What follows belongs to an exercise in optimizing a design on an open flow for a short achievable clock period and few clock cycles; a production flow would make more cautious choices. The RTL was checked by simulation tests, not by an equivalence proof against the original design. No activity file was given, so power comes from the tool's default toggle rates.

Design riscv_pipe_top, start of the top module:
module riscv_pipe_top (
    input  logic                clk,
    input  logic                rst,
    output logic [32-1:0] imem_addr,
    input  logic [32-1:0] imem_data,
    output logic [32-1:0] dmem_addr,
    output logic                dmem_read,
    output logic                dmem_write,
    output logic [32-1:0] dmem_wdata,
    input  logic [32-1:0] dmem_rdata
);
clock: 11.0 ns
lec_check: 0
abc_clock_period_in_ps: 3000
cap_margin: 20
cell_pad_in_sites_detail_placement: 2
cell_pad_in_sites_global_placement: 2
core_margin: 2
core_utilization: 30
slew_margin: 20
tns_end_percent: 100
standard.sh (not shown) runs the stock make flow with config.mk's settings and CLKGATE_MAP_FILE= SYNTH_SCRIPT=/design/flow/synth_recipe.tcl, a recipe that flattens the netlist after the stock synthesis.
==> flow/flow/run.sh <==
#!/bin/bash
# The standard layout (standard.sh, unchanged synthesis), with repair_timing
# told to keep setup slack well above zero so the achieved period shrinks.
# The make run's full output (every ORFS step's tool output) goes to standard_flow.log;
# each step's own log is also under orfs/logs/.
set -uo pipefail
bash standard.sh SETUP_SLACK_MARGIN=7.5 finish > standard_flow.log 2>&1
Testbench counts at the start, summed over its fixed seeds: cycles 101,589.
Then changed:
--- a/flow/design.v
+++ b/flow/design.v
@@ -130,32 +130,20 @@
     logic [BTB_TAG-1:0] btb_tag [0:BTB_N-1];
     logic [BTB_TGT:1]   btb_tgt [0:BTB_N-1];
     logic [BTB_IDX-1:0] f_idx;
     logic               f_hit;
     logic [1:0]         f_cnt;
     logic               f_pred;
     logic [31:1]        f_tgt;
-    logic               f_bpred;
-    logic [31:1]        f_btgt;
     assign imem_addr = pc;
     assign f_idx     = pc[BTB_IDX+1:2];
     assign f_hit     = (btb_cnt[f_idx] != 2'b00) && (btb_tag[f_idx] == pc[BTB_IDX+BTB_TAG+1:BTB_IDX+2]);
     assign f_cnt     = btb_cnt[f_idx];
-    assign f_bpred   = f_hit && f_cnt[1];
-    assign f_btgt    = {pc[31:BTB_TGT+1], btb_tgt[f_idx]};
-    logic [13:0]  f_lo;
-    logic [31:13] f_hi_dec;
-    logic         f_sbr;
-    logic [31:1]  f_stgt;
-    assign f_sbr    = imem_data[6:0] == OPC_BRANCH && imem_data[31];
-    assign f_lo     = {1'b0, pc[12:0]} + {1'b0, imem_data[31], imem_data[7], imem_data[30:25], imem_data[11:8], 1'b0};
-    assign f_hi_dec = pc[31:13] - 19'd1;
-    assign f_stgt   = {f_lo[13] ? pc[31:13] : f_hi_dec, f_lo[12:1]};
-    assign f_pred   = f_bpred || (!f_hit && f_sbr);
-    assign f_tgt    = f_hit ? f_btgt : f_stgt;
+    assign f_pred    = f_hit && f_cnt[1];
+    assign f_tgt     = {pc[31:BTB_TGT+1], btb_tgt[f_idx]};
     logic [6:0]  d_opc;
     logic [2:0]  d_f3;
     logic [4:0]  d_rs1, d_rs2, d_rd;
     logic        d_is_op, d_is_opi, d_is_load, d_is_store, d_is_br, d_is_lui;
     logic        d_use1, d_use2, d_we;
     logic [31:0] d_imm_i, d_imm_s, d_imm_b, d_imm_u;
     logic [31:0] d_tgt, d_pc4;
@@ -211,33 +199,21 @@
         if (ex_mem_we && ex_mem_rd == d_rs1)      d_v1 = d_mem_val;
         else if (mem_wb_we && mem_wb_rd == d_rs1) d_v1 = mem_wb_val;
         else                                      d_v1 = rf_rs1;
         if (ex_mem_we && ex_mem_rd == d_rs2)      d_v2 = d_mem_val;
         else if (mem_wb_we && mem_wb_rd == d_rs2) d_v2 = mem_wb_val;
         else                                      d_v2 = rf_rs2;
     end
-    logic [31:0] d_za, d_zb, d_n1, d_n2;
+    logic [31:0] d_za, d_zb;
     logic        d_zok, d_zero;
     logic        d_br_z, d_cond_z;
-    logic        d_ld1, d_ld2;
-    assign d_ld1  = ex_mem_we && ex_mem_rd == d_rs1 && ex_mem_load;
-    assign d_ld2  = ex_mem_we && ex_mem_rd == d_rs2 && ex_mem_load;
-    always_comb begin
-        if (ex_mem_we && ex_mem_rd == d_rs1)      d_n1 = ex_mem_res;
-        else if (mem_wb_we && mem_wb_rd == d_rs1) d_n1 = mem_wb_val;
-        else                                      d_n1 = rf_rs1;
-        if (ex_mem_we && ex_mem_rd == d_rs2)      d_n2 = ex_mem_res;
-        else if (mem_wb_we && mem_wb_rd == d_rs2) d_n2 = mem_wb_val;
-        else                                      d_n2 = rf_rs2;
-    end
-    assign d_za   = d_is_lui ? 32'b0 : d_n1;
-    assign d_zb   = d_is_lui ? d_imm_u : d_is_opi ? d_imm_i : d_n2;
+    assign d_za   = d_is_lui ? 32'b0 : d_v1;
+    assign d_zb   = d_is_lui ? d_imm_u : d_is_opi ? d_imm_i : d_v2;
     assign d_zok  = (d_is_lui || (d_is_opi && d_f3 == 3'b000) || (d_is_op && d_f3 == 3'b000 && !if_id_inst[30])) &&
-                    !(d_use1 && d_ex1 && !kill_ex) && !(d_is_op && d_use2 && d_ex2 && !kill_ex) &&
-                    !(d_use1 && d_ld1) && !(d_is_op && d_use2 && d_ld2);
+                    !(d_use1 && d_ex1 && !kill_ex) && !(d_is_op && d_use2 && d_ex2 && !kill_ex);
     assign d_zero = ~|((d_za ^ d_zb) ^ {d_za[30:0] | d_zb[30:0], 1'b0});
     assign d_br_z   = d_is_br && d_f3[2:1] == 2'b00 && id_ex_we && id_ex_zok && !kill_ex &&
                       ((d_rs2 == 5'd0 && d_rs1 == id_ex_rd) || (d_rs1 == 5'd0 && d_rs2 == id_ex_rd));
     assign d_cond_z = id_ex_zero ^ d_f3[0];
     always_comb begin
         id_redirect    = 1'b0;
         id_redirect_pc = d_tgt;
@@ -248,15 +224,15 @@
             id_redirect_pc = d_pc4;
             d_pred         = 1'b0;
         end else if (d_br_z && d_cond_z != if_id_pred) begin
             id_redirect    = 1'b1;                
             id_redirect_pc = d_cond_z ? d_tgt : d_pc4;
             d_pred         = d_cond_z;
             d_tgt_ok       = 1'b1;
-        end else if (d_is_br && !d_br_z && !if_id_hit && !if_id_pred && if_id_inst[31]) begin
+        end else if (d_is_br && !d_br_z && !if_id_hit && if_id_inst[31]) begin
             id_redirect    = 1'b1;                
             d_pred         = 1'b1;
             d_tgt_ok       = 1'b1;
         end
     end
     logic [31:0] x_a, x_b, x_s;
     logic [32:0] x_sum;
What happened: Total power went down by a little under a tenth; final area came out lower by a few percent; first-iteration DRC count is lower slightly; final cell count is lower slightly; area after synthesis decreases slightly.
Testbench counts after the change, summed over its fixed seeds: cycles 102,292.

==> separate check: timing with driven ports <==
Ports are ideal in the flow. The routed layouts listed here were re-timed in OpenROAD.
Step 1 sets driving cells, clkbuf_16 on the clock port and buf_2 on the other inputs (assumed; they add their load-dependent delay and slew).
Step 2 moves the port delays by t, midway between the first and last clock arrival at a register: inputs arrive t later, outputs are due t later. That takes back most of the time a late clock gives input paths.
a / b / c = ideal ports / drivers / drivers and shift; a / b = the first two.
run	shift t [ns]	slack for setup (ns)	clock arrival spread, ns	pins driven straight from the clock port
the first run	1.040	6.421 / 6.433 / 5.421	0.092 / 0.092	1
the second run	1.008	6.501 / 6.509 / 5.540	0.127 / 0.127	1
After both steps setup and hold are still met in every run listed. For the first run, which loses most, drivers alone change the setup slack by +0.012 ns; drivers and shift together by -1.000 ns.
